This design comes from an exercise in tuning for small area, a short achievable clock period and few clock cycles per item on the open sky130 flow, not from production work.
In this exercise RTL edits were held to simulation tests only and were not proved equivalent to the original.
No activity file was given, so power comes from the tool's default toggle rates. The flow treats the clock pin as an ideal source, which a real chip does not have.

## flow/design.v (module list and top-level ports; edited modules follow where they fit)
// module predec: 19 lines
// module row_dec: 7 lines
// module vinv1: 6 lines
// module rd_hsel2: 9 lines
// module mem_next: 9 lines
// module rd_sel2n: 9 lines
// module vnand4: 9 lines
// module vnor2: 7 lines
// module axil_mem_subsys: 314 lines
module axil_mem_subsys (
  input  logic                  clk_i,
  input  logic                  rst_ni,
  input  logic                  req_i,
  output logic                  gnt_o,
  output logic                  rvalid_o,
  input  logic                  we_i,
  input  logic [(32 / 8)-1:0]   be_i,
  input  logic [32-1:0]   addr_i,
  input  logic [32-1:0]   wdata_i,
  output logic [32-1:0]   rdata_o,
  output logic                  err_o
);
  // ...
==> flow/flow/run.sh <==
#!/bin/bash
# The standard layout (standard.sh) with a few ORFS variables changed:
# - REMOVE_ABC_BUFFERS=1: the floorplan step removes synthesis buffers instead
#   of repairing timing before placement, when the high-fanout nets have no
#   buffers yet and every path looks slow;
# - the port buffers are buf_4 (the buf family can be resized for timing);
# - CTS without dummy loads, with larger sink clusters;
# - more rounds of antenna repair after detailed routing.
# Each tool's output goes to run.log in the work folder; ORFS keeps a log per
# step under orfs/logs.
set -euo pipefail
cd "$(dirname "$0")/.."
bash standard.sh \
  REMOVE_ABC_BUFFERS=1 \
  "BUFFER_PORTS_ARGS=-buffer_cell sky130_fd_sc_hd__buf_4" \
  "CTS_ARGS=-sink_clustering_enable -repair_clock_nets -dont_use_dummy_load -sink_clustering_size 30 -sink_clustering_max_diameter 90" \
  MAX_REPAIR_ANTENNAS_ITER_DRT=12 \
  finish > run.log 2>&1
==> flow/standard.sh <==
#!/bin/bash
# synth_recipe.tcl (not shown) runs the flow's synth.tcl, then flattens the netlist and writes it again
# the make line also repeats each setting of config.mk as NAME=value (left out here)
make -C /OpenROAD-flow-scripts/flow DESIGN_CONFIG=/design/flow/config.mk WORK_HOME=/design/flow/orfs CLKGATE_MAP_FILE= SYNTH_SCRIPT=/design/flow/synth_recipe.tcl "${@:-finish}"
==> flow/config.mk <==
export PLATFORM = sky130hd
export DESIGN_NAME = axil_mem_subsys
export DESIGN_NICKNAME = axil_mem_subsys
export VERILOG_FILES = /design/flow/design.v
export SDC_FILE = /design/flow/constraint.sdc
export NUM_CORES = 8
export LEC_CHECK = 0
export CAP_MARGIN = 30
export CORE_MARGIN = 2
export CORE_UTILIZATION = 64
export SETUP_SLACK_MARGIN = 4.8
export SLEW_MARGIN = 35
export SYNTH_HIERARCHICAL = 1
==> flow/constraint.sdc <==
create_clock -name core_clock -period 8.0 [get_ports {clk_i}]
set_input_delay 1.6000 -clock core_clock [delete_from_list [all_inputs] [get_ports {clk_i}]]
set_output_delay 1.6000 -clock core_clock [all_outputs]
set_load 0.01 [all_outputs]
==> out/summary.txt, run 1 <==
Outcome - complete, no violations
Max layer used - met5
Synth async-reset ratio - 0%
Comb power frac - 6.5%
TAP cells - 5,497
Top class by area - registers
Start point of the critical path - part_q[34]
CP Data Required Time - 6.40 ns
NetSw - 0.0154 W
Most frequent cell after synthesis - o22ai_1
H-Tree Depth - 5
Clock network area share - 2.66%
Largest area contributor in the netlist - dfxtp_1
Buffers outside the clock class - 672
Drt wl/cell - 29.6 um
Worst setup margin - 4.42 ns
Regs by FF count - mem_q x8192, part_q x64
Main combinational cell family by area after synthesis - compound AO/OA/AOI/OAI gates
Pin count of the biggest net entering global routing - 177
Met2 routed WL - 415,000 um
Wirelength, routed - 963,000 um
Register fraction of the total cell area - 56.2%
Starting DRT DRC Count - 33,400
Boundary pin count - 107
FMAX - 280 MHz
Critical Path, Cell by Cell - nor2_4 > xnor2_4 > buf_6
DRT Pass-1 Iters - 7
Crit path depth - 3
Top Usage Layer GRT - met2
Share of cells above drive strength 1 - 9.05%
Met3 Resource Use GR - 8.59%
Testbench counts, summed over its fixed seeds: cycles 4,808, accesses 4,800.
==> run 2: changes to the inputs <==
--- a/flow/config.mk
+++ b/flow/config.mk
@@ -8,6 +8,6 @@
 export CAP_MARGIN = 30
 export CORE_MARGIN = 2
 export CORE_UTILIZATION = 64
-export SETUP_SLACK_MARGIN = 4.8
+export SETUP_SLACK_MARGIN = 4.85
 export SLEW_MARGIN = 35
 export SYNTH_HIERARCHICAL = 1
==> run 2 against run 1 <==
Still clean. Sequential cell count stayed put. Maximum frequency hardly changed. Register-to-register slack got worse by 0.03 ns. Clock skew shrank 0.00067 ns. Wire length increased by 1.7%. Sequential share of layout area shrank 0.34 points. Global-route usage increased by 0.091 points. Die area unchanged. Clock power about the same. Hold slack worse by 0.00091 ns. Non-clock buffer count grew 72. Critical path type unchanged.
==> out/summary.txt, run 2 <==
Clock sink total - 8,322 (unchanged)
Antenna violations before repair - 42 (unchanged)
Final setup vio count - 0 (unchanged)
Grt total ovfl - 0 (unchanged)
Largest area contributor in the netlist - dfxtp_1 (unchanged)
EDFF count, synth - 0 (unchanged)
Start point of the critical path - part_q[34] (unchanged)
Final core utilization - 71.5% (was 71.1%)
Mux cell area share after synthesis - 0% (unchanged)
Ranking of synthesized cells by area - dfxtp_1, o22ai_1, nor2_1, nand2_1, inv_1 (unchanged)
Nets - 27,200 (was 27,100)
DP HPWL - 539,000 um (unchanged)
Distinct cells, synth - 31 (unchanged)
CP Max Fanout - 1 (unchanged)
First-pass GRT wire length - 1,390,000 um (was 1,380,000 um)
Post-Layout Cell Count - 32,700 (was 32,600)
H-Tree Depth - 5 (unchanged)
Drt wl/cell - 30.0 um (was 29.6 um)
Leak - 118 nW (was 117 nW)
Setup crit start kind - flip-flop (unchanged)
Yosys reg bits - 8,322 (unchanged)
Commonest non-fill, non-tap cell in the layout - o22ai_1 (unchanged)
RePlAce Congestion - 0.911 (unchanged)
Starting Density - 64.4% (unchanged)
Core ar. - 0.417 mm^2 (unchanged)
Via count - 247,000 (was 245,000)
Most frequent cell after synthesis - o22ai_1 (unchanged)
Pwr per Cell Area - 219 mW/mm^2 (was 220 mW/mm^2)
Setup TNS - 0 ns (unchanged)
Max-cap violation count - 0 (unchanged)
Commonest cells post-synth - o22ai_1, dfxtp_1, nor2_1 (unchanged)
Boundary pin count - 107 (unchanged)
Main combinational cell family by area after synthesis - compound AO/OA/AOI/OAI gates (unchanged)
DIE AREA - 0.425 mm^2 (unchanged)
Clock transition at path regs - 0.11 ns (about the same)
FP Rows - 237 (unchanged)
Root Buffer - clkbuf_16 (unchanged)
Synth Area in Adders - 0% (unchanged)
Clk latency of the worst-skew pair - 1.05 ns (was 1.03 ns)
Starting DRT DRC Count - 34,000 (was 33,400)
Relative slew slack - 16.8% (was 28.6%)
Gr usage total - 41.6% (was 41.5%)
Setup CP Type - reg -> out (unchanged)
Largest register FFs - 8,192 (unchanged)
Worst hold path type - reg -> reg (unchanged)
Clk_skew - 0.0449 ns (was 0.0456 ns)
Num CTS Buffers - 315 (unchanged)
Synth Area in Compound Gates - 29.8% (unchanged)
Pin count of the biggest net entering global routing - 177 (unchanged)
Worst Setup End Kind - primary output (unchanged)
Placed cell count - 31,900 (unchanged)
Clk buf depth - 4 (unchanged)
Final instance area - 0.298 mm^2 (was 0.296 mm^2)
Die height - 652 um (unchanged)
DRT Pass-1 Iters - 11 (was 7)
Outcome - complete, no violations (unchanged)
Avg Cell Area, Syn - 10.3 um^2 (unchanged)
# fillers - 31,100 (was 31,400)
FMAX - 280 MHz (about the same)
Vias in the first global route - 225,000 (about the same)
Area grow syn2layout - 11.1% (was 10.4%)
Synth top area share - 62.0% (unchanged)
Regs by FF count - mem_q x8192, part_q x64 (unchanged)
Critical R2R Launch - p_q[17] (unchanged)
XOR/XNOR Fraction of Synth Area - 0.209% (unchanged)
Synth Warn # - 8 (unchanged)
Worst Max-Slew Pin Slew - 1.25 ns (was 1.07 ns)
Final period util - 44.7% (about the same)
Synthesized cell area - 0.269 mm^2 (unchanged)
Placed Area - 0.282 mm^2 (unchanged)
Largest Register - mem_q (unchanged)
Cells after synthesis - 26,000 (unchanged)
Final slew viol count - 0 (unchanged)
Post-synthesis sequential area ratio - 62.0% (unchanged)
Crit path arrival time - 1.98 ns (about the same)
Synth async-reset ratio - 0% (unchanged)
Hold_sp - mem_q[7565] (unchanged)
Final Hold Fails - 0 (unchanged)
Main flop type after synthesis - dfxtp_1 (unchanged)
CP Data Required Time - 6.40 ns (about the same)
Die X - 652 um (unchanged)
Fin crit period - 3.58 ns (about the same)
Wirelength, routed - 980,000 um (was 963,000 um)
Synth Area in Simple Gates - 6.36% (unchanged)
Max VDD drop - 217 uV (about the same)
Post-DRT Antenna Nets - 0 (unchanged)
Share of cells above drive strength 1 - 10.2% (was 9.05%)
CTS tree - yes (unchanged)
RSZ-0062 raised after global routing - yes (unchanged)
Most frequent cells in the layout - o22ai_1, dfxtp_1, nor2_1 (unchanged)
DRC - 0 (unchanged)
Drt via density - 7.55 (was 7.52)
I/O Buffers - 88 (unchanged)
## run 2: cell counts after synthesis
Identical to the previous run, type by type.
## run 2: final timing paths
path | end | slack (ns) | depth (start not counted)
worst max-delay path | rdata_o[18] | 4.42 | 3
worst min-delay path | mem_q[7565] | 0.45 | 1
worst max register to register | mem_q[3825] | 4.95 | 4
worst min register to register | mem_q[7565] | 0.45 | 1
## run 2: logic make-up after synthesis
group / count (synthesis)
compound gates: 12500
buf+inv: 1089
simple gates: 3996
flops: 8322
xor+xnor: 64
## run 2: cell type report
cell class	instances	area [um^2]	area share (%)
Sequential cell	8322	167000	55.9
Inverter	1056	3970	1.33
Multi-Input combinational cell	16700	102000	34.3
Clock buffer	315	7880	2.64
Tap cell	5497	6880	2.31
Timing Repair Buffer	744	10400	3.50
Antenna cell	37	92.6	0.0310
## run 2: stage by stage
| step | hold slack, ns | total power [W] | worst slack (ns) |
|---|---|---|---|
| finish | 0.445 | 0.0653 | 4.42 |
| global route | 0.458 | 0.0667 | 4.40 |
| CTS | 0.447 | 0.0649 | 4.36 |
| detailed placement | 0.438 | 0.0461 | 2.24 |
| global placement | 0.429 | 0.0460 | 2.24 |
| floorplan | 0.378 | 0.0447 | -3.30 |
## run 2: per-layer routing
metal	global-route usage (%)	vias to the layer above	part of all wire (%)	wire, um
met5	0	-	0.023	228
met4	23.0	34	6.5	64000
met3	8.52	3154	12	122000
met2	62.0	15800	43	420000
met1	56.7	120000	38	374000
li1	-	108000	-	-
## run 2: power by group
part | switching [W] | internal, W | leakage, nW
clock | 0.0124 | 0.00715 | 3.88
combinational | 0.00307 | 0.00129 | 37.7
sequential | 0.00000763 | 0.0414 | 76.3
## run 2: worst max-delay path, stage by stage, from the launching register on
cell	delay, ns
dfxtp_4	0.42
nor2_4	0.06
xnor2_4	0.31
buf_6	0.16
## run 2: modules after synthesis, one instance, submodules excluded
module / cells / area, um^2 / flip-flops and latches / times used
vnand4: 8 / 50.0 / 0 / 72
rd_hsel2: 8 / 100 / 0 / 32
rd_sel2n: 8 / 50.0 / 0 / 512
mem_next: 8 / 50.0 / 0 / 1024
axil_mem_subsys: 8500 / 168000 / 8322 / 1
vinv1: 1 / 3.75 / 0 / 1024
vnor2: 8 / 30.0 / 0 / 256
predec: 75 / 405 / 0 / 4
row_dec: 1 / 3.75 / 0 / 1024
## run 2: timing repair
action	in CTS	in global routing
resized for setup	687	971
gates cloned	69	75
hold buffers	0	0
setup endpoints to repair	7614	6917
buffers inserted	117	89
pin swaps	93	86
==> run 3: changes to the inputs <==
--- a/flow/config.mk
+++ b/flow/config.mk
@@ -7,7 +7,7 @@
 export LEC_CHECK = 0
 export CAP_MARGIN = 30
 export CORE_MARGIN = 2
-export CORE_UTILIZATION = 64
-export SETUP_SLACK_MARGIN = 4.85
+export CORE_UTILIZATION = 60
+export SETUP_SLACK_MARGIN = 4.9
 export SLEW_MARGIN = 35
 export SYNTH_HIERARCHICAL = 1
==> run 3 against run 2 <==
Still clean. Final cell count rose by 1.5%. Power increased by 0.36%. First-iteration DRC count decreased by 4.5%. Largest cell class unchanged. Largest power group unchanged.
==> out/summary.txt, run 3 <==
Outcome - complete, no violations (unchanged)
Synthesized cell area - 0.269 mm^2 (unchanged)
Regs by FF count - mem_q x8192, part_q x64 (unchanged)
Starting DRT DRC Count - 32,500 (was 34,000)
CTS tree - yes (unchanged)
Post-CTS Hold Buffers - 0 (unchanged)
Largest area contributor in the netlist - dfxtp_1 (unchanged)
Final Hold Fails - 0 (unchanged)
Commonest non-fill, non-tap cell in the layout - o22ai_1 (unchanged)
Largest register FFs - 8,192 (unchanged)
Cell Int Power - 0.0499 W (about the same)
Root Buffer - clkbuf_16 (unchanged)
Boundary pin count - 107 (unchanged)
Commonest cells post-synth - o22ai_1, dfxtp_1, nor2_1 (unchanged)
DRC - 0 (unchanged)
Share of cells above drive strength 1 - 13.4% (was 10.2%)
Nets - 27,300 (was 27,200)
DP HPWL - 541,000 um (was 539,000 um)
Clock transition at path regs - 0.11 ns (about the same)
RePlAce Congestion - 0.884 (was 0.911)
Vias in the first global route - 223,000 (was 225,000)
Post-synthesis sequential area ratio - 62.0% (unchanged)
Final instance area - 0.301 mm^2 (was 0.298 mm^2)
CP Data Required Time - 6.40 ns (about the same)
Critical R2R Launch - p_q[11] (was p_q[17])
Die X - 673 um (was 652 um)
Fin crit period - 3.50 ns (was 3.58 ns)
Yosys reg bits - 8,322 (unchanged)
Wirelength, routed - 1,010,000 um (was 980,000 um)
# fillers - 35,300 (was 31,100)
Main flop type after synthesis - dfxtp_1 (unchanged)
Setup TNS - 0 ns (unchanged)
Clock sink total - 8,322 (unchanged)
Grt total ovfl - 0 (unchanged)
Gr usage total - 40.9% (was 41.6%)
Final slew viol count - 0 (unchanged)
Die height - 673 um (was 652 um)
H-Tree Depth - 5 (unchanged)
Clk buf depth - 4 (unchanged)
Ranking of synthesized cells by area - dfxtp_1, o22ai_1, nor2_1, nand2_1, inv_1 (unchanged)
NetSw - 0.0157 W (was 0.0155 W)
RSZ-0062 raised after global routing - yes (unchanged)
Hold WS - 0.445 ns (about the same)
Sw Ratio - 23.9% (was 23.7%)
Worst Hold Depth - 1 (unchanged)
Pin count of the biggest net entering global routing - 169 (was 177)
Max-cap violation count - 0 (unchanged)
Drt wl/cell - 30.4 um (was 30.0 um)
Core ar. - 0.445 mm^2 (was 0.417 mm^2)
Worst reg2reg setup slack - 5.08 ns (was 4.95 ns)
Worst Setup End Kind - primary output (unchanged)
Cells after synthesis - 26,000 (unchanged)
Synth top area share - 62.0% (unchanged)
Reg2reg path depth - 4 (unchanged)
Hold_sp - mem_q[7564] (was mem_q[7565])
Comb power frac - 6.8% (was 6.7%)
Most frequent cells in the layout - o22ai_1, dfxtp_1, nor2_1 (unchanged)
Post-DRT Antenna Nets - 0 (unchanged)
Final period util - 43.8% (was 44.7%)
Synth async-reset ratio - 0% (unchanged)
Clk latency of the worst-skew pair - 1.06 ns (was 1.05 ns)
Distinct cells, synth - 31 (unchanged)
Pwr per Cell Area - 218 mW/mm^2 (was 219 mW/mm^2)
Seq pwr share - 63.2% (was 63.4%)
Clk network pwr share - 30.0% (was 29.9%)
Num CTS Buffers - 315 (unchanged)
Starting Density - 60.3% (was 64.4%)
First-pass GRT wire length - 1,440,000 um (was 1,390,000 um)
Clk_skew - 0.0451 ns (was 0.0449 ns)
Synth Warn # - 8 (unchanged)
EDFF count, synth - 0 (unchanged)
Drt via density - 7.42 (was 7.55)
Largest Register - mem_q (unchanged)
Most frequent cell after synthesis - o22ai_1 (unchanged)
FMAX - 285 MHz (was 280 MHz)
Setup CP Type - reg -> out (unchanged)
Avg Cell Area, Syn - 10.3 um^2 (unchanged)
Worst hold path type - reg -> reg (unchanged)
Antenna violations before repair - 29 (was 42)
CP Max Fanout - 1 (unchanged)
Final setup vio count - 0 (unchanged)
DRT Pass-1 Iters - 8 (was 11)
I/O Buffers - 88 (unchanged)
Crit path arrival time - 1.90 ns (was 1.98 ns)
DIE AREA - 0.453 mm^2 (was 0.425 mm^2)
Hold Path Sink - mem_q[7564] (was mem_q[7565])
R2R Path End - mem_q[3883] (was mem_q[3825])
Worst Max-Slew Pin Slew - 1.19 ns (was 1.25 ns)
Placed Area - 0.282 mm^2 (about the same)
FP Rows - 245 (was 237)
Via count - 246,000 (was 247,000)
Leak - 118 nW (about the same)
Max VDD drop - 183 uV (was 217 uV)
Setup crit start kind - flip-flop (unchanged)
Relative slew slack - 20.6% (was 16.8%)
Area grow syn2layout - 12.2% (was 11.1%)
run 3: cell types whose count changed in the layout (fill, tap and decap cells not counted), moves of 10 or more:
cell | previous run | this run
nand2_1 | 724 | 242
nand2_2 | 309 | 787
inv_1 | 383 | 66
inv_2 | 670 | 974
buf_4 | 323 | 365
buf_16 | 68 | 89
nor4_2 | 15 | 3
nor4_4 | 1 | 13
diode_2 | 37 | 26
clkbuf_16 | 353 | 343
clkbuf_8 | 8 | 18
inv_4 | 3 | 13
run 3: timing repair:
| item | 4_1_cts | 5_1_grt |
|---|---|---|
| setup buffers | 179 | 77 |
| endpoints found under the setup margin | 8300 | 7913 |
| pin swaps | 126 | 70 |
| cloned | 121 | 48 |
| gates resized for setup | 1255 | 1290 |
run 3: critical path: stages, from the launching register on:
cell and delay (ns):
dfxtp_2 0.35, nor2_4 0.23, xnor2_2 0.16, buf_4 0.15
run 3: power groups by stage:
stage	clock (W)	sequential, W	combinational (W)
after CTS	0.0197	0.0414	0.00411
after detailed placement	0	0.0424	0.00376
after global routing	0.0211	0.0414	0.00450
after floorplan	0	0.0424	0.00235
after global placement	0	0.0424	0.00372
final	0.0197	0.0414	0.00445
run 3: metrics by stage:
step                total power, W  utilization (%)  setup slack (ns)  std cells
finish                      0.0656             67.6              4.50      33100
global route                0.0670             67.6              4.47      33100
CTS                         0.0652             66.6              4.44      33000
detailed placement          0.0461             63.4              2.29      32400
global placement            0.0461             63.3              2.28      32300
floorplan                   0.0447                -             -3.30      26000
run 3: logic make-up (layout without fill, tap and decap cells):
| logic type | after synthesis | in the layout | share of synthesized area (%) |
|---|---|---|---|
| other cells | 0 | 26 | 0 |
| flops | 8322 | 8322 | 62.0 |
| xor+xnor | 64 | 64 | 0.209 |
| simple gates | 3996 | 4083 | 6.36 |
| compound gates | 12500 | 12500 | 29.8 |
| buf+inv | 1089 | 2173 | 1.57 |
run 3: worst max path at each step:
stage                start           to  slack, ns
2_1_floorplan  wdata_i[23]  mem_q[1015]      -3.30
3_3_place_gp         req_i  mem_q[3592]       2.28
3_5_place_dp     addr_i[4]    part_q[5]       2.29
4_1_cts         part_q[52]  rdata_o[28]       4.44
5_1_grt         part_q[28]  rdata_o[12]       4.47
6_report        part_q[28]  rdata_o[12]       4.50
run 3: per-layer routing:
| metal | vias to the layer above | part of all wire [%] | wire, um | track usage (%) |
|---|---|---|---|---|
| met4 | 22 | 6.0 | 60500 | 21.4 |
| met5 | - | 0.015 | 147 | 0 |
| li1 | 108000 | - | - | - |
| met3 | 2717 | 12 | 118000 | 8.16 |
| met2 | 14800 | 43 | 433000 | 60.2 |
| met1 | 120000 | 39 | 397000 | 57.2 |
run 3: area by class of cell:
| type | instances | area (um^2) | area share [%] |
|---|---|---|---|
| flip-flops and latches | 8322 | 167000 | 55.3 |
| multi-input cells | 16700 | 104000 | 34.5 |
| repair buffers | 802 | 11200 | 3.72 |
| clock buffers | 315 | 7880 | 2.62 |
| well taps | 5928 | 7420 | 2.46 |
| inverters | 1056 | 4010 | 1.33 |
| diodes | 26 | 65.1 | 0.0216 |
run 3: modules after synthesis, one instance, submodules excluded:
| module | flops+latches | cell area (um^2) | cells inside | times used |
|---|---|---|---|---|
| axil_mem_subsys | 8322 | 168000 | 8500 | 1 |
| mem_next | 0 | 50.0 | 8 | 1024 |
| predec | 0 | 405 | 75 | 4 |
| rd_hsel2 | 0 | 100 | 8 | 32 |
| rd_sel2n | 0 | 50.0 | 8 | 512 |
| row_dec | 0 | 3.75 | 1 | 1024 |
| vinv1 | 0 | 3.75 | 1 | 1024 |
| vnand4 | 0 | 50.0 | 8 | 72 |
| vnor2 | 0 | 30.0 | 8 | 256 |
==> run 4: changes to the inputs <==
--- a/flow/config.mk
+++ b/flow/config.mk
@@ -5,9 +5,9 @@
 export SDC_FILE = /design/flow/constraint.sdc
 export NUM_CORES = 8
 export LEC_CHECK = 0
-export CAP_MARGIN = 30
+export CAP_MARGIN = 20
 export CORE_MARGIN = 2
 export CORE_UTILIZATION = 60
-export SETUP_SLACK_MARGIN = 4.9
-export SLEW_MARGIN = 35
+export SETUP_SLACK_MARGIN = 4.8
+export SLEW_MARGIN = 25
 export SYNTH_HIERARCHICAL = 1
==> run 4 against run 3 <==
Die area stayed put. Via count is 1.0% lower. Clock power hardly changed. Wire length is 3.1% lower.
==> out/summary.txt, run 4 <==
Outcome - complete, no violations (unchanged)
Cells after synthesis - 26,000 (unchanged)
Drt wl/cell - 29.6 um (was 30.4 um)
Relative slew slack - 9.22% (was 20.6%)
Final Hold Fails - 0 (unchanged)
Synthesized cell area - 0.269 mm^2 (unchanged)
Synth async-reset ratio - 0% (unchanged)
Synth top area share - 62.0% (unchanged)
Worst Setup End Kind - primary output (unchanged)
EDFF count, synth - 0 (unchanged)
Largest Register - mem_q (unchanged)
Post-DRT Antenna Nets - 0 (unchanged)
Grt total ovfl - 0 (unchanged)
DRC - 0 (unchanged)
Final slew viol count - 0 (unchanged)
Distinct cells, synth - 31 (unchanged)
Antenna violations before repair - 32 (was 29)
Yosys reg bits - 8,322 (unchanged)
Final setup vio count - 0 (unchanged)
Fin crit period - 3.53 ns (was 3.50 ns)
Regs by FF count - mem_q x8192, part_q x64 (unchanged)
Largest area contributor in the netlist - dfxtp_1 (unchanged)
Via count - 243,000 (was 246,000)
Worst Hold Depth - 1 (unchanged)
Final period util - 44.1% (was 43.8%)
Die height - 673 um (unchanged)
Wirelength, routed - 978,000 um (was 1,010,000 um)
Max VDD drop - 191 uV (was 183 uV)
Critical-path cell with the highest stage delay - dfxtp_2 (unchanged)
Gr usage total - 40.0% (was 40.9%)
Met2 routed WL - 422,000 um (was 433,000 um)
Clock transition at path regs - 0.11 ns (about the same)
Final core utilization - 66.6% (was 67.6%)
Area grow syn2layout - 10.5% (was 12.2%)
Root Buffer - clkbuf_16 (unchanged)
Leak - 117 nW (was 118 nW)
Reg2reg path depth - 4 (unchanged)
Die X - 673 um (unchanged)
Max stage delay on crit path - 0.37 ns (was 0.35 ns)
Met3 wire length - 109,000 um (was 118,000 um)
FP Rows - 245 (unchanged)
Hold_sp - mem_q[7567] (was mem_q[7564])
Max layer used - met5 (unchanged)
Worst hold path type - reg -> reg (unchanged)
RSZ-0062 raised after global routing - yes (unchanged)
Share of cells above drive strength 1 - 10.0% (was 13.4%)
First-pass GRT wire length - 1,410,000 um (was 1,440,000 um)
RePlAce Congestion - 0.884 (unchanged)
Drt via density - 7.38 (was 7.42)
I/O Buffers - 88 (unchanged)
DRT Pass-1 Iters - 6 (was 8)
Clk buf depth - 4 (unchanged)
Starting DRT DRC Count - 30,600 (was 32,500)
Max-cap violation count - 0 (unchanged)
Starting Density - 60.3% (unchanged)
Core ar. - 0.445 mm^2 (unchanged)
CP Max Fanout - 1 (unchanged)
DRT met1 WL - 392,000 um (was 397,000 um)
Crit path arrival time - 1.93 ns (was 1.90 ns)
CTS tree - yes (unchanged)
Setup CP Type - reg -> out (unchanged)
Most frequent cell after synthesis - o22ai_1 (unchanged)
Num CTS Buffers - 315 (unchanged)
H-Tree Depth - 5 (unchanged)
Setup TNS - 0 ns (unchanged)
Commonest cells post-synth - o22ai_1, dfxtp_1, nor2_1 (unchanged)
CP Data Required Time - 6.40 ns (about the same)
Ranking of synthesized cells by area - dfxtp_1, o22ai_1, nor2_1, nand2_1, inv_1 (unchanged)
Commonest non-fill, non-tap cell in the layout - o22ai_1 (unchanged)
Vias in the first global route - 221,000 (was 223,000)
Setup crit start kind - flip-flop (unchanged)
Synth Warn # - 8 (unchanged)
Pwr per Cell Area - 220 mW/mm^2 (was 218 mW/mm^2)
Pin count of the biggest net entering global routing - 194 (was 169)
Avg Cell Area, Syn - 10.3 um^2 (unchanged)
Clk latency of the worst-skew pair - 1.03 ns (was 1.06 ns)
Clk_skew - 0.0442 ns (was 0.0451 ns)
Clock sink total - 8,322 (unchanged)
Main flop type after synthesis - dfxtp_1 (unchanged)
Most frequent cells in the layout - o22ai_1, dfxtp_1, nor2_1 (unchanged)
Nets - 27,100 (was 27,300)
DIE AREA - 0.453 mm^2 (unchanged)
Hold Path Sink - mem_q[7567] (was mem_q[7564])
Largest register FFs - 8,192 (unchanged)
Critical Path, Cell by Cell - nor2_4 > xnor2_1 > buf_4 (was nor2_4 > xnor2_2 > buf_4)
DP HPWL - 538,000 um (was 541,000 um)
FMAX - 284 MHz (was 285 MHz)
Critical R2R Launch - p_q[21] (was p_q[11])
Worst Max-Slew Pin Slew - 1.36 ns (was 1.19 ns)
Worst reg2reg setup slack - 5.11 ns (was 5.08 ns)
Boundary pin count - 107 (unchanged)
Post-synthesis sequential area ratio - 62.0% (unchanged)
R2R Path End - mem_q[3285] (was mem_q[3883])
-- run 4: Yosys stat by module (local to each module, per instance), excerpt --
module | flip-flops and latches | cell area, um^2 | cells | copies in the design
predec | 0 | 405 | 75 | 4
rd_hsel2 | 0 | 100 | 8 | 32
rd_sel2n | 0 | 50.0 | 8 | 512
row_dec | 0 | 3.75 | 1 | 1024
vinv1 | 0 | 3.75 | 1 | 1024
vnand4 | 0 | 50.0 | 8 | 72
vnor2 | 0 | 30.0 | 8 | 256
-- run 4: worst max path at each step --
stage               depth (start not counted)          end        start  slack [ns]
finish                                      3  rdata_o[28]   part_q[52]        4.47
global route                                3  rdata_o[28]   part_q[52]        4.47
CTS                                         3  rdata_o[28]   part_q[52]        4.41
detailed placement                         10    part_q[5]    addr_i[4]        2.32
global placement                           10  mem_q[3592]        req_i        2.28
floorplan                                   2  mem_q[1015]  wdata_i[23]       -3.30
-- run 4: critical path, delay by kind of cell, from the launching register on --
kind / cells / cell delay [ns]
XOR/XNOR: 1 / 0.16
flip-flops: 1 / 0.37
buffers and inverters: 1 / 0.14
AND/OR/NAND/NOR: 1 / 0.22
-- run 4: cell type report --
class	instances	area, um^2
sequential	8322	167000
tap	5928	7420
timing repair buffer	656	8370
inverter	1056	3970
multi-input combinational	16700	102000
antenna	37	92.6
clock buffer	315	7880
fill	35800	149000
-- run 4: kinds of logic after synthesis --
kind of cell              Yosys count  share of synthesized area [%]
and+or+nand+nor                  3996                           6.36
xor gates and xnor gates           64                          0.209
AOI/OAI and AO/OA               12500                           29.8
DFF                              8322                           62.0
buffers and inverters            1089                           1.57
-- run 4: layer usage --
metal | GRT usage (%) | up-vias
met5 | 0 | -
met4 | 20.1 | 10
met3 | 7.49 | 2379
met2 | 59.0 | 14000
met1 | 56.2 | 119000
li1 | - | 108000
-- run 4: power breakdown --
group          switching [W]  internal, W  total [W]
clock                 0.0125      0.00715     0.0196
sequential        0.00000746       0.0414     0.0414
combinational        0.00305      0.00123    0.00427
-- run 4: timing repair --
item / CTS / global route
setup buffers: 136 / 43
gates resized for setup: 541 / 1063
gates cloned: 84 / 30
endpoints found under the hold margin: 0 / 0
pin swaps: 109 / 59
hold buffers: 0 / 0
setup endpoints to repair: 8289 / 8013
-- run 4: through the flow --
stage               std cells  cell area (um^2)  total power, W  hold WS, ns  setup slack (ns)
floorplan               26000            268000          0.0447        0.378             -3.30
global placement        32300            282000          0.0461        0.429              2.28
detailed placement      32300            282000          0.0461        0.438              2.32
CTS                     32900            294000          0.0651        0.450              4.41
global route            33000            297000          0.0669        0.459              4.47
finish                  33000            297000          0.0653        0.446              4.47
==> run 5: changes to the inputs <==
--- a/flow/config.mk
+++ b/flow/config.mk
@@ -11,3 +11,4 @@
 export SETUP_SLACK_MARGIN = 4.8
 export SLEW_MARGIN = 25
 export SYNTH_HIERARCHICAL = 1
+export TNS_END_PERCENT = 20
==> run 5 against run 4 <==
Still clean. Final cell count shrank 0.14%. Non-clock buffer count shrank 29. First-iteration DRC count is 0.54% lower. Sequential cell count stayed put. Clock-buffer cell count is the same. Global-route usage hardly changed. Critical endpoint unchanged.
==> out/summary.txt, run 5 <==
Fin crit period - 3.53 ns (about the same)
NetSw - 0.0155 W (about the same)
Critical R2R Launch - p_q[0] (was p_q[21])
Critical-path cell with the highest stage delay - dfxtp_2 (unchanged)
CP Max Fanout - 1 (unchanged)
Worst hold path type - reg -> reg (unchanged)
Setup TNS - 0 ns (unchanged)
Sw Ratio - 23.7% (was 23.8%)
Nets - 27,100 (about the same)
Worst path bufs/invs - 1 (unchanged)
RSZ-0062 raised after global routing - yes (unchanged)
Antenna violations before repair - 37 (was 32)
Cells after synthesis - 26,000 (unchanged)
R2R Path End - mem_q[1120] (was mem_q[3285])
H-Tree Depth - 5 (unchanged)
Clk network pwr share - 30.1% (about the same)
FP Rows - 245 (unchanged)
Boundary pin count - 107 (unchanged)
Critical Path, Cell by Cell - nor2_4 > xnor2_1 > buf_4 (unchanged)
Synth async-reset ratio - 0% (unchanged)
Synth Warn # - 8 (unchanged)
Clock sink total - 8,322 (unchanged)
Starting DRT DRC Count - 30,400 (was 30,600)
I/O Buffers - 88 (unchanged)
Root Buffer - clkbuf_16 (unchanged)
Top cell family by delay on the critical path - flip-flops (unchanged)
Starting Density - 60.3% (unchanged)
CTS tree - yes (unchanged)
Setup CP Type - reg -> out (unchanged)
FMAX - 283 MHz (was 284 MHz)
Wirelength, routed - 967,000 um (was 978,000 um)
Area grow syn2layout - 10.0% (was 10.5%)
Cell Int Power - 0.0498 W (about the same)
Synth top area share - 62.0% (unchanged)
Hold_sp - mem_q[7567] (unchanged)
Worst Max-Slew Pin Slew - 1.24 ns (was 1.36 ns)
Ranking of synthesized cells by area - dfxtp_1, o22ai_1, nor2_1, nand2_1, inv_1 (unchanged)
Core ar. - 0.445 mm^2 (unchanged)
Avg Cell Area, Syn - 10.3 um^2 (unchanged)
DP HPWL - 538,000 um (unchanged)
Max VDD drop - 191 uV (about the same)
Largest area contributor in the netlist - dfxtp_1 (unchanged)
Commonest cells post-synth - o22ai_1, dfxtp_1, nor2_1 (unchanged)
Clk latency of the worst-skew pair - 1.04 ns (was 1.03 ns)
Die height - 673 um (unchanged)
Num CTS Buffers - 315 (unchanged)
DRC - 0 (unchanged)
Hold Path Sink - mem_q[7567] (unchanged)
Leak - 117 nW (about the same)
Worst Hold Depth - 1 (unchanged)
Synthesized cell area - 0.269 mm^2 (unchanged)
EDFF count, synth - 0 (unchanged)
Clock transition at path regs - 0.11 ns (about the same)
CP Data Required Time - 6.40 ns (about the same)
Commonest non-fill, non-tap cell in the layout - o22ai_1 (unchanged)
Pwr per Cell Area - 221 mW/mm^2 (was 220 mW/mm^2)
Crit path arrival time - 1.93 ns (about the same)
Main flop type after synthesis - dfxtp_1 (unchanged)
Largest Register - mem_q (unchanged)
Setup crit start kind - flip-flop (unchanged)
Clk buf depth - 4 (unchanged)
DIE AREA - 0.453 mm^2 (unchanged)
Pin count of the biggest net entering global routing - 194 (unchanged)
Comb power frac - 6.5% (about the same)
Relative slew slack - 17.1% (was 9.22%)
Max-cap violation count - 0 (unchanged)
Max stage delay on crit path - 0.38 ns (was 0.37 ns)
RePlAce Congestion - 0.884 (unchanged)
Share of cells above drive strength 1 - 7.22% (was 10.0%)
Drt wl/cell - 29.3 um (was 29.6 um)
Worst reg2reg setup slack - 4.95 ns (was 5.11 ns)
Largest register FFs - 8,192 (unchanged)
Most frequent cells in the layout - o22ai_1, dfxtp_1, nor2_1 (unchanged)
Distinct cells, synth - 31 (unchanged)
Gr usage total - 40.0% (about the same)
Final slew viol count - 0 (unchanged)
Vias in the first global route - 221,000 (about the same)
Final Hold Fails - 0 (unchanged)
Final period util - 44.1% (about the same)
Reg2reg path depth - 4 (unchanged)
Clk_skew - 0.0514 ns (was 0.0442 ns)
Final core utilization - 66.3% (was 66.6%)
DRT Pass-1 Iters - 7 (was 6)
Most frequent cell after synthesis - o22ai_1 (unchanged)
Drt via density - 7.34 (was 7.38)
Die X - 673 um (unchanged)
First-pass GRT wire length - 1,410,000 um (about the same)
Worst Setup End Kind - primary output (unchanged)
Via count - 242,000 (was 243,000)
Seq pwr share - 63.5% (was 63.4%)
Grt total ovfl - 0 (unchanged)
Yosys reg bits - 8,322 (unchanged)
Regs by FF count - mem_q x8192, part_q x64 (unchanged)
Post-CTS Hold Buffers - 0 (unchanged)
Final setup vio count - 0 (unchanged)
Post-synthesis sequential area ratio - 62.0% (unchanged)
Post-DRT Antenna Nets - 0 (unchanged)
Outcome - complete, no violations (unchanged)
==> run 5: how the worst max path moves through the flow <==
stage,to,cells past startpoint,slack (ns),from
2_1_floorplan,mem_q[1015],2,-3.30,wdata_i[23]
3_3_place_gp,mem_q[3592],10,2.28,req_i
3_5_place_dp,part_q[5],10,2.32,addr_i[4]
4_1_cts,rdata_o[28],3,4.41,part_q[52]
5_1_grt,rdata_o[28],3,4.47,part_q[52]
6_report,rdata_o[28],3,4.47,part_q[52]
==> run 5: layout make-up <==
cell class	instances	area [um^2]
flip-flops and latches	8322	167000
well taps	5928	7420
diodes	29	72.6
clock buffers	315	7880
fillers	35900	150000
repair buffers	627	7800
multi-input cells	16700	102000
inverters	1056	3960
==> run 5: layer usage <==
layer / vias to the layer above / GRT usage [%] / part of all wire, %
met1: 119000 / 56.3 / 40
met3: 2260 / 7.42 / 11
met4: 14 / 19.9 / 5.5
met2: 13600 / 59.0 / 43
li1: 107000 / - / -
met5: - / 0 / 0.0097
==> run 5: power groups by stage <==
stage / registers (W) / clock network (W) / logic [W]
finish: 0.0414 / 0.0196 / 0.00422
global route: 0.0414 / 0.0211 / 0.00429
CTS: 0.0414 / 0.0197 / 0.00401
detailed placement: 0.0424 / 0 / 0.00375
global placement: 0.0424 / 0 / 0.00372
floorplan: 0.0424 / 0 / 0.00235
==> run 5: Yosys stat by module (local to each module, per instance) <==
module	times used	cells inside	flops+latches	area [um^2]
axil_mem_subsys	1	8500	8322	168000
mem_next	1024	8	0	50.0
predec	4	75	0	405
rd_hsel2	32	8	0	100
rd_sel2n	512	8	0	50.0
row_dec	1024	1	0	3.75
vinv1	1024	1	0	3.75
vnand4	72	8	0	50.0
vnor2	256	8	0	30.0
==> run 5: what timing repair did <==
| action | 4_1_cts | 5_1_grt |
|---|---|---|
| gates resized for setup | 398 | 411 |
| endpoints found under the setup margin | 8289 | 7894 |
| pin swaps | 84 | 39 |
| setup buffers | 127 | 31 |
| gates cloned | 84 | 13 |
==> run 5: logic make-up after synthesis <==
group | count (synthesis) | share of synthesized area, %
AND/OR/NAND/NOR | 3996 | 6.36
AO/OA/AOI/OAI | 12500 | 29.8
flip-flops | 8322 | 62.0
XOR/XNOR | 64 | 0.209
buffers and inverters | 1089 | 1.57
==> run 5: metrics by stage <==
step / hold slack (ns) / total power, W / instances / setup slack (ns) / instance area, um^2
5_1_grt: 0.459 / 0.0668 / 32900 / 4.47 / 295000
6_report: 0.447 / 0.0653 / 32900 / 4.47 / 296000
2_1_floorplan: 0.378 / 0.0447 / 26000 / -3.30 / 268000
4_1_cts: 0.450 / 0.0651 / 32900 / 4.41 / 294000
3_5_place_dp: 0.438 / 0.0461 / 32300 / 2.32 / 282000
3_3_place_gp: 0.429 / 0.0461 / 32300 / 2.28 / 282000
==> run 6: changes to the inputs <==
--- a/flow/config.mk
+++ b/flow/config.mk
@@ -5,10 +5,9 @@
 export SDC_FILE = /design/flow/constraint.sdc
 export NUM_CORES = 8
 export LEC_CHECK = 0
-export CAP_MARGIN = 20
+export CAP_MARGIN = 10
 export CORE_MARGIN = 2
 export CORE_UTILIZATION = 60
 export SETUP_SLACK_MARGIN = 4.8
-export SLEW_MARGIN = 25
+export SLEW_MARGIN = 20
 export SYNTH_HIERARCHICAL = 1
-export TNS_END_PERCENT = 20
==> run 6 against run 5 <==
Die area unchanged. Clock skew down 0.0038 ns. Via count up 0.41%. Final area up 0.36%. Clock power about the same. Critical endpoint is now rdata_o[26]. Largest cell class unchanged.
==> out/summary.txt, run 6 <==
Outcome - complete, no violations (unchanged)
Clock sink total - 8,322 (unchanged)
Max stage delay on crit path - 0.42 ns (was 0.38 ns)
H-Tree Depth - 5 (unchanged)
Largest register FFs - 8,192 (unchanged)
Vias in the first global route - 222,000 (was 221,000)
DRT Pass-1 Iters - 6 (was 7)
Largest area contributor in the netlist - dfxtp_1 (unchanged)
Critical R2R Launch - p_q[0] (unchanged)
Die X - 673 um (unchanged)
Share of cells above drive strength 1 - 9.59% (was 7.22%)
Worst path bufs/invs - 1 (unchanged)
Synthesized cell area - 0.269 mm^2 (unchanged)
Max VDD drop - 208 uV (was 191 uV)
Most frequent cells in the layout - o22ai_1, dfxtp_1, nor2_1 (unchanged)
DIE AREA - 0.453 mm^2 (unchanged)
Pwr per Cell Area - 220 mW/mm^2 (was 221 mW/mm^2)
Die height - 673 um (unchanged)
Critical Path, Cell by Cell - nor2_4 > xnor2_4 > buf_6 (was nor2_4 > xnor2_1 > buf_4)
Reg2reg path depth - 4 (unchanged)
Synth top area share - 62.0% (unchanged)
Clk_skew - 0.0475 ns (was 0.0514 ns)
Commonest non-fill, non-tap cell in the layout - o22ai_1 (unchanged)
Num CTS Buffers - 315 (unchanged)
Most frequent cell after synthesis - o22ai_1 (unchanged)
First-pass GRT wire length - 1,410,000 um (about the same)
Gr usage total - 40.1% (was 40.0%)
Post-synthesis sequential area ratio - 62.0% (unchanged)
Hold_sp - mem_q[1300] (was mem_q[7567])
Start point of the critical path - part_q[50] (was part_q[52])
Crit path depth - 3 (unchanged)
Commonest cells post-synth - o22ai_1, dfxtp_1, nor2_1 (unchanged)
Max-cap violation count - 0 (unchanged)
I/O Buffers - 88 (unchanged)
CP Data Required Time - 6.40 ns (about the same)
Setup TNS - 0 ns (unchanged)
Leak - 117 nW (about the same)
CP Max Fanout - 1 (unchanged)
Clock transition at path regs - 0.11 ns (about the same)
Hold WS - 0.449 ns (was 0.447 ns)
Worst Max-Slew Pin Slew - 1.36 ns (was 1.24 ns)
Worst hold path type - reg -> reg (unchanged)
Ranking of synthesized cells by area - dfxtp_1, o22ai_1, nor2_1, nand2_1, inv_1 (unchanged)
# fillers - 35,900 (about the same)
RSZ-0062 raised after global routing - yes (unchanged)
Nets - 27,100 (about the same)
FP Rows - 245 (unchanged)
Clk buf depth - 4 (unchanged)
Critical-path cell with the highest stage delay - dfxtp_4 (was dfxtp_2)
Starting DRT DRC Count - 31,400 (was 30,400)
Grt total ovfl - 0 (unchanged)
Avg Cell Area, Syn - 10.3 um^2 (unchanged)
Core ar. - 0.445 mm^2 (unchanged)
Area grow syn2layout - 10.4% (was 10.0%)
Setup CP Type - reg -> out (unchanged)
Fin crit period - 3.51 ns (was 3.53 ns)
Clk latency of the worst-skew pair - 1.03 ns (was 1.04 ns)
Antenna violations before repair - 16 (was 37)
Crit path arrival time - 1.91 ns (was 1.93 ns)
Pin count of the biggest net entering global routing - 194 (unchanged)
Post-Layout Cell Count - 33,000 (was 32,900)
FMAX - 285 MHz (was 283 MHz)
Post-DRT Antenna Nets - 0 (unchanged)
Largest Register - mem_q (unchanged)
Worst Hold Depth - 1 (unchanged)
Drt wl/cell - 29.8 um (was 29.3 um)
Yosys reg bits - 8,322 (unchanged)
DRC - 0 (unchanged)
Worst Setup End Kind - primary output (unchanged)
Setup crit start kind - flip-flop (unchanged)
CTS tree - yes (unchanged)
Final setup vio count - 0 (unchanged)
Cells after synthesis - 26,000 (unchanged)
EDFF count, synth - 0 (unchanged)
Final Hold Fails - 0 (unchanged)
Relative slew slack - 9.51% (was 17.1%)
DP HPWL - 537,000 um (was 538,000 um)
Regs by FF count - mem_q x8192, part_q x64 (unchanged)
Root Buffer - clkbuf_16 (unchanged)
Top cell family by delay on the critical path - flip-flops (unchanged)
Synth Warn # - 8 (unchanged)
Starting Density - 60.3% (unchanged)
Wirelength, routed - 982,000 um (was 967,000 um)
Synth async-reset ratio - 0% (unchanged)
Boundary pin count - 107 (unchanged)
Main flop type after synthesis - dfxtp_1 (unchanged)
Placed cell count - 32,300 (about the same)
Drt via density - 7.36 (was 7.34)
Final slew viol count - 0 (unchanged)
RePlAce Congestion - 0.884 (unchanged)
Via count - 243,000 (was 242,000)
Final core utilization - 66.6% (was 66.3%)
Distinct cells, synth - 31 (unchanged)
Final period util - 43.9% (was 44.1%)
==> run 6: cell families (layout without fill, tap and decap cells) <==
kind of cell           Yosys count  after routing  share of synthesized area [%]
flip-flops                    8322           8322                           62.0
buffers and inverters         1089           2033                           1.57
XOR/XNOR                        64             64                          0.209
other                            0             23                              0
AND/OR/NAND/NOR               3996           4074                           6.36
AO/OA/AOI/OAI                12500          12500                           29.8
==> run 6: final timing paths <==
kind            endpoint  slack [ns]
max          rdata_o[26]        4.49
min          mem_q[1300]        0.45
max reg2reg  mem_q[1472]        4.96
min reg2reg  mem_q[1300]        0.45
==> run 6: report_power, final <==
group          leakage, nW  switching [W]  internal [W]
registers             76.3     0.00000732        0.0414
clock network         3.88         0.0125       0.00715
logic                 36.4        0.00306       0.00124
total                  117         0.0156        0.0498
==> run 6: per-layer routing <==
metal / routed length (um) / up-vias / track usage (%)
met2: 424000 / 13800 / 59.6
met5: 44 / - / 0
met4: 53400 / 6 / 19.2
li1: - / 108000 / -
met1: 394000 / 119000 / 56.4
met3: 111000 / 2337 / 7.68
==> run 6: timing repair <==
item                        CTS  global route
hold buffers                  0             0
gates resized for setup     530           924
pin swaps                   104            46
setup endpoints to repair  8289          7783
buffers inserted            128            61
gates cloned                 87            32
==> run 6: layout make-up <==
cell class | count | area [um^2] | share of cell area (%)
antenna | 23 | 57.6 | 0.0194
multi-input combinational | 16700 | 102000 | 34.4
inverter | 1056 | 3970 | 1.34
timing repair buffer | 662 | 8470 | 2.86
tap | 5928 | 7420 | 2.50
sequential | 8322 | 167000 | 56.2
clock buffer | 315 | 7880 | 2.66
==> run 6: per-stage QoR <==
step	total power (W)	setup slack, ns	instance area [um^2]
floorplan	0.0447	-3.30	268000
global placement	0.0461	2.28	282000
detailed placement	0.0461	2.25	282000
CTS	0.0651	4.44	294000
global route	0.0669	4.47	297000
finish	0.0654	4.49	297000
==> run 6: Yosys stat by module, one instance, submodules excluded <==
module | flip-flops and latches | area [um^2] | copies in the design | cells inside
axil_mem_subsys | 8322 | 168000 | 1 | 8500
mem_next | 0 | 50.0 | 1024 | 8
predec | 0 | 405 | 4 | 75
rd_hsel2 | 0 | 100 | 32 | 8
rd_sel2n | 0 | 50.0 | 512 | 8
row_dec | 0 | 3.75 | 1024 | 1
vinv1 | 0 | 3.75 | 1024 | 1
vnand4 | 0 | 50.0 | 72 | 8
vnor2 | 0 | 30.0 | 256 | 8
==> run 7: changes to the inputs <==
--- a/flow/config.mk
+++ b/flow/config.mk
@@ -8,6 +8,7 @@
 export CAP_MARGIN = 10
 export CORE_MARGIN = 2
 export CORE_UTILIZATION = 60
+export PLACE_DENSITY = 0.7
 export SETUP_SLACK_MARGIN = 4.8
 export SLEW_MARGIN = 20
 export SYNTH_HIERARCHICAL = 1
==> run 7 against run 6 <==
Still clean. Critical endpoint is now rdata_o[25]. Via count grew 0.81%. Clock power is essentially flat. Synthesized area did not move. Die area did not move. Synthesized cell count is the same. Clock-buffer cell count stayed put. Sequential cell count stayed put. Global-route usage down 0.33 points. Final area grew 0.10%.
==> out/summary.txt, run 7 <==
Outcome - complete, no violations (unchanged)
Final setup vio count - 0 (unchanged)
RSZ-0062 raised after global routing - yes (unchanged)
Worst Setup End Kind - primary output (unchanged)
DP HPWL - 539,000 um (was 537,000 um)
Leak - 117 nW (about the same)
Pwr per Cell Area - 220 mW/mm^2 (about the same)
DRC - 0 (unchanged)
Synth top area share - 62.0% (unchanged)
Core ar. - 0.445 mm^2 (unchanged)
Largest register FFs - 8,192 (unchanged)
FP Rows - 245 (unchanged)
Regs by FF count - mem_q x8192, part_q x64 (unchanged)
Clk_skew - 0.0517 ns (was 0.0475 ns)
Post-CTS Hold Buffers - 0 (unchanged)
Clock transition at path regs - 0.11 ns (about the same)
Largest area contributor in the netlist - dfxtp_1 (unchanged)
Max-cap violation count - 0 (unchanged)
Yosys reg bits - 8,322 (unchanged)
Fin crit period - 3.53 ns (was 3.51 ns)
Synth async-reset ratio - 0% (unchanged)
Gr usage total - 39.8% (was 40.1%)
CP Data Required Time - 6.40 ns (about the same)
CTS tree - yes (unchanged)
Clk buf depth - 4 (unchanged)
Most frequent cell after synthesis - o22ai_1 (unchanged)
Max stage delay on crit path - 0.40 ns (was 0.42 ns)
Area grow syn2layout - 10.5% (was 10.4%)
DRT Pass-1 Iters - 9 (was 6)
Share of cells above drive strength 1 - 8.68% (was 9.59%)
Distinct cells, synth - 31 (unchanged)
Start point of the critical path - part_q[57] (was part_q[50])
Commonest cells post-synth - o22ai_1, dfxtp_1, nor2_1 (unchanged)
Setup TNS - 0 ns (unchanged)
Drt via density - 7.42 (was 7.36)
Final period util - 44.1% (was 43.9%)
Wirelength, routed - 981,000 um (was 982,000 um)
RePlAce Congestion - 0.897 (was 0.884)
Clk latency of the worst-skew pair - 1.02 ns (was 1.03 ns)
DIE AREA - 0.453 mm^2 (unchanged)
Cells after synthesis - 26,000 (unchanged)
EDFF count, synth - 0 (unchanged)
Drt wl/cell - 29.7 um (was 29.8 um)
Critical R2R Launch - p_q[28] (was p_q[0])
Synthesized cell area - 0.269 mm^2 (unchanged)
Post-DRT Antenna Nets - 0 (unchanged)
Setup CP Type - reg -> out (unchanged)
Relative slew slack - 16.9% (was 9.51%)
Worst path bufs/invs - 1 (unchanged)
Tot Pwr - 0.0654 W (about the same)
Nets - 27,100 (about the same)
Max VDD drop - 201 uV (was 208 uV)
Vias in the first global route - 225,000 (was 222,000)
Num CTS Buffers - 315 (unchanged)
Synth Warn # - 8 (unchanged)
Largest Register - mem_q (unchanged)
Final Hold Fails - 0 (unchanged)
H-Tree Depth - 5 (unchanged)
CP Max Fanout - 1 (unchanged)
Worst Max-Slew Pin Slew - 1.25 ns (was 1.36 ns)
Starting DRT DRC Count - 32,600 (was 31,400)
Clock sink total - 8,322 (unchanged)
Crit path arrival time - 1.93 ns (was 1.91 ns)
Die height - 673 um (unchanged)
Critical-path cell with the highest stage delay - dfxtp_4 (unchanged)
Antenna violations before repair - 29 (was 16)
Commonest non-fill, non-tap cell in the layout - o22ai_1 (unchanged)
Main flop type after synthesis - dfxtp_1 (unchanged)
Worst hold path type - reg -> reg (unchanged)
Ranking of synthesized cells by area - dfxtp_1, o22ai_1, nor2_1, nand2_1, inv_1 (unchanged)
Setup crit start kind - flip-flop (unchanged)
Boundary pin count - 107 (unchanged)
Root Buffer - clkbuf_16 (unchanged)
Grt total ovfl - 0 (unchanged)
Hold_sp - mem_q[5605] (was mem_q[1300])
Die X - 673 um (unchanged)
Avg Cell Area, Syn - 10.3 um^2 (unchanged)
Pin count of the biggest net entering global routing - 177 (was 194)
I/O Buffers - 88 (unchanged)
Most frequent cells in the layout - o22ai_1, dfxtp_1, nor2_1 (unchanged)
Via count - 245,000 (was 243,000)
Final slew viol count - 0 (unchanged)
Post-synthesis sequential area ratio - 62.0% (unchanged)
Top cell family by delay on the critical path - flip-flops (unchanged)
FMAX - 283 MHz (was 285 MHz)
Starting Density - 60.3% (unchanged)
Critical Path, Cell by Cell - nor2_4 > xnor2_2 > buf_4 (was nor2_4 > xnor2_4 > buf_6)
First-pass GRT wire length - 1,410,000 um (about the same)
==> run 7: cell counts after synthesis <==
Identical to the previous run, type by type.
==> run 7: power by group <==
part | switching (W) | internal (W) | leakage (nW) | total, W
sequential | 0.00000750 | 0.0414 | 76.3 | 0.0414
combinational | 0.00307 | 0.00124 | 37.2 | 0.00431
clock | 0.0125 | 0.00715 | 3.88 | 0.0196
total | 0.0156 | 0.0498 | 117 | 0.0654
==> run 7: routing by layer <==
layer	track usage (%)	part of all wire, %
met1	55.1	39
met2	59.0	43
met3	8.29	12
met4	20.4	6.1
met5	0	0.023
==> run 7: cell families (layout without fill, tap and decap cells) <==
kind of cell | after synthesis | count (layout) | synth area share [%]
AO/OA/AOI/OAI | 12500 | 12500 | 29.8
flip-flops | 8322 | 8322 | 62.0
AND/OR/NAND/NOR | 3996 | 4072 | 6.36
buffers and inverters | 1089 | 2044 | 1.57
XOR/XNOR | 64 | 64 | 0.209
other | 0 | 35 | 0
==> run 7: layout make-up <==
cell class              instances  area (um^2)
inverters                    1056         3980
clock buffers                 315         7880
flip-flops and latches       8322       167000
repair buffers                673         8680
multi-input cells           16700       102000
fillers                     35400       149000
well taps                    5928         7420
diodes                         35         87.6
==> run 7: per-stage QoR <==
stage	setup WS [ns]	hold slack [ns]	util, %	area [um^2]	std cells
global route	4.45	0.458	66.6	297000	33000
floorplan	-3.30	0.378	-	268000	26000
detailed placement	2.24	0.438	63.3	282000	32300
global placement	2.30	0.429	63.3	282000	32300
finish	4.47	0.445	66.6	297000	33000
CTS	4.44	0.449	66.0	294000	32900
==> run 7: worst reg2reg max path, stage by stage, from the launching register on <==
cell and delay (ns):
dfxtp_1 0.53, xor2_4 0.72, buf_4 0.55, buf_4 0.81, o22ai_1 0.29
==> run 7: repair_timing <==
| action | in CTS | in global routing |
|---|---|---|
| endpoints found under the hold margin | 0 | 0 |
| pin swaps | 86 | 65 |
| buffers inserted | 116 | 75 |
| gates resized for setup | 601 | 670 |
| gates cloned | 72 | 47 |
| setup endpoints to repair | 8280 | 6707 |
==> run 7: path summary, 6_finish.rpt <==
kind	endpoint	slack, ns	cells after the start
hold / removal	mem_q[5605]	0.44	1
setup / recovery	rdata_o[25]	4.47	3
setup reg to reg	mem_q[1564]	4.92	4
hold reg to reg	mem_q[5605]	0.44	1
==> run 7: modules after synthesis (local to each module, per instance) <==
module,times used,cell area [um^2],cells,flip-flops and latches
axil_mem_subsys,1,168000,8500,8322
mem_next,1024,50.0,8,0
predec,4,405,75,0
rd_hsel2,32,100,8,0
rd_sel2n,512,50.0,8,0
row_dec,1024,3.75,1,0
vinv1,1024,3.75,1,0
vnand4,72,50.0,8,0
vnor2,256,30.0,8,0
==> run 8: changes to the inputs <==
--- a/flow/config.mk
+++ b/flow/config.mk
@@ -7,8 +7,7 @@
 export LEC_CHECK = 0
 export CAP_MARGIN = 10
 export CORE_MARGIN = 2
-export CORE_UTILIZATION = 60
-export PLACE_DENSITY = 0.7
+export CORE_UTILIZATION = 56
 export SETUP_SLACK_MARGIN = 4.8
 export SLEW_MARGIN = 20
 export SYNTH_HIERARCHICAL = 1
==> run 8 against run 7 <==
Clock-buffer cell count is the same. Power up 0.26%. Register-to-register slack improved by 0.10 ns. Utilization decreased by 4.1 points. Critical endpoint unchanged. Largest cell class unchanged.
==> out/summary.txt, run 8 <==
Setup CP Type - reg -> out (unchanged)
FMAX - 284 MHz (was 283 MHz)
Placed Area - 0.283 mm^2 (was 0.282 mm^2)
Leak - 117 nW (about the same)
Main combinational cell family by area after synthesis - compound AO/OA/AOI/OAI gates (unchanged)
Synth Area in Adders - 0% (unchanged)
H-Tree Depth - 5 (unchanged)
Largest Register - mem_q (unchanged)
Starting DRT DRC Count - 30,100 (was 32,600)
Most frequent cell after synthesis - o22ai_1 (unchanged)
Worst Setup End Kind - primary output (unchanged)
Vias in the first global route - 221,000 (was 225,000)
Clk latency of the worst-skew pair - 1.05 ns (was 1.02 ns)
Clock transition at path regs - 0.12 ns (was 0.11 ns)
R2R Path End - mem_q[5458] (was mem_q[1564])
EDFF count, synth - 0 (unchanged)
Antenna violations before repair - 27 (was 29)
I/O Buffers - 88 (unchanged)
Mux cell area share after synthesis - 0% (unchanged)
Comb power frac - 6.7% (was 6.6%)
Clk buf depth - 4 (unchanged)
XOR/XNOR Fraction of Synth Area - 0.209% (unchanged)
Worst Hold Depth - 1 (unchanged)
Pin count of the biggest net entering global routing - 184 (was 177)
Crit path arrival time - 1.93 ns (about the same)
Final Hold Fails - 0 (unchanged)
Tot Pwr - 0.0655 W (was 0.0654 W)
Num CTS Buffers - 315 (unchanged)
Final setup vio count - 0 (unchanged)
CP Max Fanout - 1 (unchanged)
Hold_sp - mem_q[2861] (was mem_q[5605])
Grt total ovfl - 0 (unchanged)
Synth Warn # - 8 (unchanged)
DIE AREA - 0.485 mm^2 (was 0.453 mm^2)
Distinct cells, synth - 31 (unchanged)
Drt via density - 7.22 (was 7.42)
Clock sink total - 8,322 (unchanged)
Relative slew slack - 14.5% (was 16.9%)
Cells after synthesis - 26,000 (unchanged)
Regs by FF count - mem_q x8192, part_q x64 (unchanged)
Main flop type after synthesis - dfxtp_1 (unchanged)
Nets - 27,200 (was 27,100)
Starting Density - 56.2% (was 60.3%)
Commonest non-fill, non-tap cell in the layout - o22ai_1 (unchanged)
Synth async-reset ratio - 0% (unchanged)
CP Data Required Time - 6.40 ns (about the same)
Die X - 696 um (was 673 um)
Hold Path Sink - mem_q[2861] (was mem_q[5605])
Boundary pin count - 107 (unchanged)
Die height - 696 um (was 673 um)
Post-DRT Antenna Nets - 0 (unchanged)
Drt wl/cell - 29.9 um (was 29.7 um)
Largest area contributor in the netlist - dfxtp_1 (unchanged)
Seq pwr share - 63.2% (was 63.4%)
Ranking of synthesized cells by area - dfxtp_1, o22ai_1, nor2_1, nand2_1, inv_1 (unchanged)
Cell Int Power - 0.0498 W (about the same)
Clk network pwr share - 30.1% (was 30.0%)
Worst Max-Slew Pin Slew - 1.28 ns (was 1.25 ns)
Synth top area share - 62.0% (unchanged)
Pwr per Cell Area - 219 mW/mm^2 (was 220 mW/mm^2)
Synthesized cell area - 0.269 mm^2 (unchanged)
Worst hold path type - reg -> reg (unchanged)
Clk_skew - 0.0476 ns (was 0.0517 ns)
DP HPWL - 560,000 um (was 539,000 um)
Sw Ratio - 23.9% (was 23.8%)
RePlAce Congestion - 0.871 (was 0.897)
Via count - 242,000 (was 245,000)
Post-synthesis sequential area ratio - 62.0% (unchanged)
Reg2reg path depth - 4 (unchanged)
Core ar. - 0.478 mm^2 (was 0.445 mm^2)
Yosys reg bits - 8,322 (unchanged)
FP Rows - 254 (was 245)
Setup TNS - 0 ns (unchanged)
Final slew viol count - 0 (unchanged)
NetSw - 0.0157 W (was 0.0156 W)
Commonest cells post-synth - o22ai_1, dfxtp_1, nor2_1 (unchanged)
RSZ-0062 raised after global routing - yes (unchanged)
Most frequent cells in the layout - o22ai_1, dfxtp_1, nor2_1 (unchanged)
Outcome - complete, no violations (unchanged)
DRT Pass-1 Iters - 9 (unchanged)
First-pass GRT wire length - 1,440,000 um (was 1,410,000 um)
DRC - 0 (unchanged)
Final instance area - 0.299 mm^2 (was 0.297 mm^2)
Largest register FFs - 8,192 (unchanged)
Synth Area in Compound Gates - 29.8% (unchanged)
Critical R2R Launch - p_q[18] (was p_q[28])
Fin crit period - 3.53 ns (about the same)
Setup crit start kind - flip-flop (unchanged)
Wirelength, routed - 1,000,000 um (was 981,000 um)
CTS tree - yes (unchanged)
Synth Area in Simple Gates - 6.36% (unchanged)
Post-CTS Hold Buffers - 0 (unchanged)
Gr usage total - 38.4% (was 39.8%)
Area grow syn2layout - 11.3% (was 10.5%)
Final period util - 44.1% (about the same)
Avg Cell Area, Syn - 10.3 um^2 (unchanged)
Max-cap violation count - 0 (unchanged)
Worst reg2reg setup slack - 5.02 ns (was 4.92 ns)
Max VDD drop - 226 uV (was 201 uV)
Share of cells above drive strength 1 - 10.4% (was 8.68%)
Root Buffer - clkbuf_16 (unchanged)
==> run 8: cell types whose count changed in the layout (fill, tap and decap cells not counted), sizes merged <==
cell	change
buf	+94
clkbuf	-12
nand3	+9
diode	-6
bufbuf	+5
nand2	-4
clkinvlp	+1
inv	-1
==> run 8: critical path, cell delays in order (launching register included) <==
cell and delay [ns]:
dfxtp_4 0.40, nor2_4 0.20, xnor2_2 0.15, buf_4 0.14
==> run 8: per-layer routing <==
metal,global-route usage (%),up-vias,routed length [um]
met5,0,-,57
met4,16.4,8,47800
met3,6.78,2091,104000
met2,57.1,12500,436000
met1,54.9,120000,415000
li1,-,108000,-
==> run 8: through the flow <==
step / utilization (%) / worst slack [ns] / hold slack [ns] / std cells
global placement: 59.1 / 2.25 / 0.429 / 32800
finish: 62.5 / 4.47 / 0.448 / 33600
floorplan: - / -3.30 / 0.378 / 26000
detailed placement: 59.1 / 2.22 / 0.438 / 32800
CTS: 61.9 / 4.39 / 0.451 / 33400
global route: 62.5 / 4.45 / 0.457 / 33500
==> run 8: worst max path at each step <==
stage	startpoint	to	depth (start not counted)
finish	part_q[49]	rdata_o[25]	3
global route	part_q[49]	rdata_o[25]	3
CTS	part_q[49]	rdata_o[25]	3
detailed placement	addr_i[4]	part_q[10]	10
global placement	addr_i[4]	part_q[10]	10
floorplan	wdata_i[23]	mem_q[1015]	2
==> run 8: repair_timing <==
item | in CTS | in global routing
gates resized for setup | 643 | 1034
setup endpoints to repair | 8202 | 7013
setup buffers | 185 | 73
pin swaps | 143 | 78
cloned | 89 | 32
==> run 8: logic make-up (layout without fill, tap and decap cells) <==
kind of cell,Yosys count,in the layout
other,0,29
xor gates and xnor gates,64,64
DFF,8322,8322
and+or+nand+nor,3996,4077
buffers and inverters,1089,2131
AOI/OAI and AO/OA,12500,12500
==> run 8: power by group through the flow <==
stage               combinational [W]  sequential (W)  clock (W)
global placement              0.00381          0.0424          0
finish                        0.00439          0.0414     0.0197
detailed placement            0.00383          0.0424          0
CTS                           0.00413          0.0414     0.0198
global route                  0.00447          0.0414     0.0211
floorplan                     0.00235          0.0424          0
==> run 8: modules after synthesis, one instance, submodules excluded <==
module	cells inside	flip-flops and latches	copies in the design
row_dec	1	0	1024
axil_mem_subsys	8500	8322	1
rd_hsel2	8	0	32
vnand4	8	0	72
vnor2	8	0	256
rd_sel2n	8	0	512
vinv1	1	0	1024
mem_next	8	0	1024
predec	75	0	4
==> run 8: area by class of cell <==
cell class / instances / area, um^2
timing repair buffer: 760 / 9600
inverter: 1056 / 3990
clock buffer: 315 / 7880
multi-input combinational: 16700 / 103000
sequential: 8322 / 167000
fill: 40200 / 179000
tap: 6400 / 8010
antenna: 29 / 72.6

afterwards: timing with drivers on the ports:
The flow's constraints put no driver on any port. The routed layouts listed below were extracted and timed again, unchanged, in two steps.
Step 1 (the two cells are an assumption about what drives the block):
set clk [get_ports {clk_i}]
set_driving_cell -lib_cell sky130_fd_sc_hd__clkbuf_16 $clk
set_driving_cell -lib_cell sky130_fd_sc_hd__buf_2 [delete_from_list [all_inputs] $clk]
Step 2 adds t to the input delays and takes it off the output delays; t is the mean of the earliest and latest rising clock arrival at the registers after step 1. Input paths then give back, and output paths get back, about the clock's delay inside the block.
Slacks: ideal / step 1 / step 2; pairs: ideal / step 1.
run	shift t [ns]	slack for setup (ns)	latest minus earliest clock arrival (ns)
run 1	1.139	4.423 / 4.300 / 3.333	0.070 / 0.071
run 2	1.143	4.422 / 4.299 / 3.321	0.068 / 0.067
run 3	1.167	4.495 / 4.352 / 3.410	0.070 / 0.070
run 4	1.132	4.475 / 4.352 / 3.334	0.059 / 0.059
run 5	1.132	4.469 / 4.315 / 3.183	0.056 / 0.055
run 6	1.123	4.489 / 4.372 / 3.282	0.058 / 0.059
run 7	1.119	4.472 / 4.357 / 3.349	0.074 / 0.074
run 8	1.158	4.473 / 4.337 / 3.307	0.054 / 0.054
After both steps every run listed still meets setup and hold. For run 5, which loses most, drivers alone change the setup slack by -0.154 ns; drivers and shift together by -1.286 ns.
